From an optimization exercise on the open Yosys and OpenROAD flow, aimed at small area, a short achievable clock period and few clock cycles per item; shortcuts taken in it are not production practice.
RTL that was checked went through simulation tests only; none was proved equivalent to the original.

==> inputs of willow <==
// round_robin_task_scheduler_top
module round_robin_task_scheduler_top #(
    parameter int MAX_TASKS = 16
) (
    input  logic                  clk,
    input  logic                  rst_n,
    input  logic                  cmd_valid,
    output logic                  cmd_ready,
    input  logic [1:0]            cmd_op,
    input  logic [rrts_pkg::TASK_ID_W-1:0]  cmd_task_id,
    input  logic [rrts_pkg::SLEEP_MS_W-1:0] cmd_sleep_ms,
    output logic                  res_valid,
    input  logic                  res_ready,
    output logic [rrts_pkg::TASK_ID_W-1:0]  res_running_task,
    output logic                  res_idle,
    input  logic                  cfg_valid,
    output logic                  cfg_ready,
    input  logic [rrts_pkg::TICK_MS_W-1:0]  cfg_ms_per_tick
);
==> flow/config.mk <==
export PLATFORM = sky130hd
export DESIGN_NAME = round_robin_task_scheduler_top
export DESIGN_NICKNAME = round_robin_task_scheduler_top
export VERILOG_FILES = /design/flow/design.v
export SDC_FILE = /design/flow/constraint.sdc
export NUM_CORES = 4
export LEC_CHECK = 0
export CAP_MARGIN = 20
export CORE_MARGIN = 2
export CORE_UTILIZATION = 40
export PLACE_DENSITY = 0.6
export SETUP_SLACK_MARGIN = 3.0
export SLEW_MARGIN = 20
==> flow/constraint.sdc <==
create_clock -name core_clock -period 6.5 [get_ports {clk}]
set_input_delay 1.3000 -clock core_clock [delete_from_list [all_inputs] [get_ports {clk}]]
set_output_delay 1.3000 -clock core_clock [all_outputs]
set_load 0.01 [all_outputs]
run.sh (not shown) runs the stock make flow with config.mk's settings and CLKGATE_MAP_FILE= SYNTH_SCRIPT=/design/flow/synth_recipe.tcl, a recipe that flattens the netlist after the stock synthesis.
==> zinc: changes against willow <==
--- a/flow/design.v
+++ b/flow/design.v
@@ -65,11 +65,13 @@
             end
         end
         le_k = !gt[0];
     endfunction
     logic           a_valid;
-    logic [1:0]     a_op;
+    logic           a_tick, a_spawn, a_yield, a_sleep;
+    logic           cmd_rdy_q;
+    logic           rdy_nz;
     logic [3:0]     a_id;
     logic [MW-1:0]  a_ms;
     logic [N-1:0]   rdy, slp, run_oh;
     logic [3:0]     run_id;
     logic [N-1:0]   ex;
@@ -84,11 +86,11 @@
     logic [TW-1:0]  cfg_val_q;
     logic           amb_q;
     logic           e1_v, e1_t, e1_hi0;
     logic [3:0]     e1_id;
     logic [KW-1:0]  e1_lo;
-    logic [1:0]     f_cnt;
+    logic           f_v0, f_v1;
     logic [4:0]     f0, f1;
     logic           is_tick, is_spawn, is_yield, is_sleep;
     logic           idle;
     logic [N-1:0]   id_oh;
     logic [N-1:0]   c_one, c_two;
@@ -99,35 +101,35 @@
     logic [N-1:0]   q;
     logic [N-1:0]   head;
     logic [3:0]     head_id;
     logic [N-1:0]   mv, m2;
     logic           tk;
-    assign is_tick  = (a_op == rrts_pkg::CMD_TICK);
-    assign is_spawn = (a_op == rrts_pkg::CMD_SPAWN);
-    assign is_yield = (a_op == rrts_pkg::CMD_YIELD);
-    assign is_sleep = (a_op == rrts_pkg::CMD_SLEEP);
+    assign is_tick  = a_tick;
+    assign is_spawn = a_spawn;
+    assign is_yield = a_yield;
+    assign is_sleep = a_sleep;
     assign idle     = (run_oh == '0);
     always_comb
     begin
         for (int i = 0; i < N; i++)
         begin
             id_oh[i] = (a_id == 4'(i));
             c_one[i] = (cnt[i] == 3'd1);
             c_two[i] = (cnt[i] == 3'd2);
         end
     end
-    assign fire  = a_valid && (f_cnt != 2'd2) && !(is_tick && amb_q);
-    assign cmd_ready = !a_valid || fire;
+    assign fire  = a_valid && !f_v1 && !(is_tick && amb_q);
+    assign cmd_ready = cmd_rdy_q;
     assign tk       = fire && is_tick;
     assign wake     = slp & ex & c_one;
     assign spawn_ok = fire && is_spawn && !(|(id_oh & (rdy | slp)));
     assign sleep_ok = fire && is_sleep && !idle;
     assign rot      = fire && (is_tick || is_yield || (is_sleep && !idle));
     always_comb
     begin
         if (is_tick)
-            q = (rdy != '0) ? rdy : wake;
+            q = rdy_nz ? rdy : wake;
         else if (is_sleep)
             q = rdy & ~run_oh;
         else
             q = rdy;
     end
@@ -155,14 +157,16 @@
             if (head[i]) head_id = head_id | 4'(i);
         end
     end
     assign mv = spawn_ok ? id_oh : (sleep_ok ? run_oh : (tk ? wake : '0));
     assign m2 = rot ? head : '0;
-    logic [MW-1:0]  rem;
+    logic [KW:0]    rem_lo;
+    logic [MW-KW-1:0] el_hi1;
+    logic           rem_hi0;
     logic [KW-1:0]  mul1, mul2, mul4;
     logic           le1, le2, le3, le4;
-    logic [2:0]     e2_base, e2_cnt;
+    logic [2:0]     e2_c0, e2_c1, e2_c2, e2_cnt;
     logic           e2_ex;
     logic [N-1:0]   e1_oh;
     logic [N-1:0]   e2_we;
     logic [N-1:0]   amb_n;
     logic           ms_le1;
@@ -170,19 +174,23 @@
     logic           cfg_chg;
     logic [MW-1:0]  dl_new;
     assign mul1 = KW'(mpt);
     assign mul2 = KW'(mpt) << 1;
     assign mul4 = KW'(mpt) << 2;
-    assign rem    = add_ms(ring[0], ~elapsed, 1'b1);
+    assign rem_lo  = {1'b0, ring[0][KW-1:0]} - {1'b0, elapsed[KW-1:0]};
+    assign el_hi1  = elapsed[MW-1:KW] + 1'b1;
+    assign rem_hi0 = rem_lo[KW] ? (ring[0][MW-1:KW] == el_hi1)
+                                : (ring[0][MW-1:KW] == elapsed[MW-1:KW]);
     assign le1    = e1_hi0 && le_k(e1_lo, mul1);
     assign le2    = e1_hi0 && le_k(e1_lo, mul2);
     assign le3    = e1_hi0 && le_k(e1_lo, mul3);
     assign le4    = e1_hi0 && le_k(e1_lo, mul4);
     assign e2_ex  = le4;
-    assign e2_base = (le1 ? 3'd1 : le2 ? 3'd2 : le3 ? 3'd3 : le4 ? 3'd4 : 3'd5)
-                     - {2'b0, e1_t};
-    assign e2_cnt = tk ? (e2_base - 3'd1) : e2_base;
+    assign e2_c0  = le1 ? 3'd1 : le2 ? 3'd2 : le3 ? 3'd3 : le4 ? 3'd4 : 3'd5;
+    assign e2_c1  = le1 ? 3'd0 : le2 ? 3'd1 : le3 ? 3'd2 : le4 ? 3'd3 : 3'd4;
+    assign e2_c2  = le2 ? 3'd0 : le3 ? 3'd1 : le4 ? 3'd2 : 3'd3;
+    assign e2_cnt = tk ? (e1_t ? e2_c2 : e2_c1) : (e1_t ? e2_c1 : e2_c0);
     assign ms_le1  = (a_ms[MW-1:TW] == '0) && (a_ms[TW-1:0] <= mpt);
     assign wpos    = run_id - ph - 4'd1;
     assign dl_new  = add_ms(elapsed, a_ms, 1'b0);
     assign cfg_chg = cfg_q && (cfg_val_q != mpt);
     always_comb
@@ -194,15 +202,39 @@
     end
     assign e2_we = {N{e1_v}} & e1_oh & slp & ~(wake & {N{tk}});
     assign amb_n = ({N{cfg_chg}} & slp)
                  | (slp & ~ex & ~e2_we & (tk ? c_two : c_one));
     logic [4:0]     res_new;
-    logic [1:0]     f_wpos;
-    assign f_pop   = (f_cnt != 2'd0) && res_ready;
-    assign res_new = rot ? {(head == '0), head_id} : {idle, run_id};
-    assign f_wpos  = f_cnt - {1'b0, f_pop};
-    assign res_valid        = (f_cnt != 2'd0);
+    logic           f_v0_n, f_v1_n;
+    logic           a_valid_n, a_tick_n;
+    logic [N-1:0]   rdy_n, slp_n;
+    assign f_pop   = f_v0 && res_ready;
+    assign res_new = rot ? {(q == '0), head_id} : {idle, run_id};
+    assign f_v0_n  = fire || f_v1 || (f_v0 && !f_pop);
+    assign f_v1_n  = (f_v1 && !f_pop) || (fire && f_v0 && !f_pop);
+    assign a_valid_n = cmd_rdy_q ? cmd_valid : a_valid;
+    assign a_tick_n  = cmd_rdy_q ? (cmd_op == rrts_pkg::CMD_TICK) : a_tick;
+    always_comb
+    begin
+        rdy_n = rdy;
+        slp_n = slp;
+        if (spawn_ok)
+        begin
+            rdy_n = rdy | id_oh;
+        end
+        else if (sleep_ok)
+        begin
+            rdy_n = rdy & ~run_oh;
+            slp_n = slp | run_oh;
+        end
+        else if (tk)
+        begin
+            rdy_n = rdy | wake;
+            slp_n = slp & ~wake;
+        end
+    end
+    assign res_valid        = f_v0;
     assign res_running_task = f0[3:0];
     assign res_idle         = f0[4];
     assign cfg_ready        = 1'b1;
     always_ff @(posedge clk or negedge rst_n)
     begin
@@ -217,32 +249,21 @@
             mpt     <= rrts_pkg::MS_PER_TICK_RESET;
             mul3    <= KW'(3 * rrts_pkg::MS_PER_TICK_RESET);
             cfg_q   <= 1'b0;
             amb_q   <= 1'b0;
             e1_v    <= 1'b0;
-            f_cnt   <= '0;
+            f_v0    <= 1'b0;
+            f_v1    <= 1'b0;
+            cmd_rdy_q <= 1'b1;
+            rdy_nz  <= 1'b0;
         end
         else
         begin
-            if (cmd_ready)
-            begin
-                a_valid <= cmd_valid;
-            end
-            if (spawn_ok)
-            begin
-                rdy <= rdy | id_oh;
-            end
-            else if (sleep_ok)
-            begin
-                rdy <= rdy & ~run_oh;
-                slp <= slp | run_oh;
-            end
-            else if (tk)
-            begin
-                rdy <= rdy | wake;
-                slp <= slp & ~wake;
-            end
+            a_valid <= a_valid_n;
+            rdy     <= rdy_n;
+            slp     <= slp_n;
+            rdy_nz  <= (rdy_n != '0);
             if (rot)
             begin
                 run_oh <= head;
                 run_id <= head_id;
             end
@@ -253,18 +274,23 @@
                 mpt  <= cfg_val_q;
                 mul3 <= (KW'(cfg_val_q) << 1) + KW'(cfg_val_q);
             end
             amb_q <= |amb_n;
             e1_v  <= sleep_ok || (slp[ph] && !(tk && wake[ph]));
-            f_cnt <= f_cnt + {1'b0, fire} - {1'b0, f_pop};
+            f_v0  <= f_v0_n;
+            f_v1  <= f_v1_n;
+            cmd_rdy_q <= !a_valid_n || (!f_v1_n && !(a_tick_n && (|amb_n)));
         end
     end
     always_ff @(posedge clk)
     begin
         if (cmd_ready)
         begin
-            a_op <= cmd_op;
+            a_tick  <= (cmd_op == rrts_pkg::CMD_TICK);
+            a_spawn <= (cmd_op == rrts_pkg::CMD_SPAWN);
+            a_yield <= (cmd_op == rrts_pkg::CMD_YIELD);
+            a_sleep <= (cmd_op == rrts_pkg::CMD_SLEEP);
             a_id <= cmd_task_id;
             a_ms <= cmd_sleep_ms;
         end
         cfg_val_q <= cfg_ms_per_tick;
         if (tk)
@@ -279,12 +305,12 @@
             e1_lo  <= a_ms[KW-1:0];
         end
         else
         begin
             e1_id  <= ph;
-            e1_hi0 <= (rem[MW-1:KW] == '0);
-            e1_lo  <= rem[KW-1:0];
+            e1_hi0 <= rem_hi0;
+            e1_lo  <= rem_lo[KW-1:0];
         end
         for (int p = 0; p < N; p++)
         begin
             if (sleep_ok && wpos == 4'(p))
                 ring[p] <= dl_new;
@@ -325,13 +351,13 @@
                     bef_q[i][j] <= 1'b1;
                 else if (mv[i] && !mv[j])
                     bef_q[i][j] <= 1'b0;
             end
         end
-        if (fire && f_wpos == 2'd0)
+        if (fire && (!f_v0 || f_pop))
             f0 <= res_new;
-        else if (f_pop)
+        else if (f_pop && f_v1)
             f0 <= f1;
-        if (fire && f_wpos == 2'd1)
+        if (fire && f_v0 && !f_pop)
             f1 <= res_new;
     end
 endmodule
==> maple: changes against willow <==
SETUP_SLACK_MARGIN = 3.8   (was 3.0)
==> comparison <==
Register-to-register slack: zinc > willow > maple. The lowest critical path depth belongs to zinc, the highest to willow. The highest cell count belongs to maple, the lowest to willow. The lowest non-clock buffer count belongs to zinc, the highest to maple. The highest wire length belongs to maple, the lowest to zinc. Between zinc and willow, the lower synthesized cell count is in willow (gap 3.0%, measured against willow). maple ran to the end with violations: capacitance limit, slew limit. zinc produced a clean layout. willow finished with timing, DRC and antenna clean. The lowest clock skew belongs to zinc, the highest to maple. Global-route usage, highest first: maple, willow, zinc.
==> figures <==
item                                                           willow                          maple                   zinc
Inserted Diodes                                                     2                              1                      0
Routed wl met2                                                55.7 mm                        72.8 mm                51.1 mm
Crit path buffers/inverters                                         2                              1                      2
Run status                                             finished clean       finished with violations         finished clean
Layout check failures                                               -  capacitance limit, slew limit                      -
Total number of multi-input combinational cells                  2885                           2912                   3029
Via-to-Cell Ratio                                                5.63                           6.10                   5.52
Mean post-synth cell area                                    9.49 µm²                       9.49 µm²               9.18 µm²
Global-route track usage on met2                                38.0%                          44.0%                  35.0%
Placed Cells                                                     5301                           5287                   5429
Data buffer area share                                          5.77%                          13.7%                  4.46%
Worst path depth                                                   19                             16                     11
Largest net degree at the start of global routing                  76                             57                     63
Clock network area share                                        6.59%                          5.72%                  6.76%
Critical path launch point                         mpt[1]$_DFFE_PN1P_          elapsed[11]$_DFFE_PP_  run_oh[8]$_DFFE_PN0P_
Sum of routed wire segments on met1                           54.3 mm                        61.0 mm                55.6 mm
Post-CTS setup buffer count                                        87                            303                     47
Final Skew                                                  0.0481 ns                      0.0533 ns              0.0253 ns
Post-placement setup slack                                    1.96 ns                        1.87 ns                2.16 ns
Testbench counts of zinc, summed over its fixed seeds: cycles 13,137, items 12,800.
For willow and maple, only the layout was checked, not whether the RTL still works.

[what the ideal ports hide]
The flow's constraints put no driver on any port. The routed layouts listed below were extracted and timed again, unchanged, in two steps.
Step 1 (the two cells are an assumption about what drives the block):
set clk [get_ports {clk}]
set_driving_cell -lib_cell sky130_fd_sc_hd__clkbuf_16 $clk
set_driving_cell -lib_cell sky130_fd_sc_hd__buf_2 [delete_from_list [all_inputs] $clk]
Step 2 adds t to the input delays and takes it off the output delays; t is the mean of the earliest and latest rising clock arrival at the registers after step 1. Input paths then give back, and output paths get back, about the clock's delay inside the block.
Slacks: ideal / step 1 / step 2; pairs: ideal / step 1.
run	t (ns)	slack for setup (ns)	worst setup path after step 2	pins driven straight from the clock port
willow	0.733	2.531 / 2.531 / 2.531	register to register	1
zinc	0.723	2.943 / 2.943 / 2.943	register to register	1
maple	0.750	2.486 / 2.486 / 2.486	register to register	1
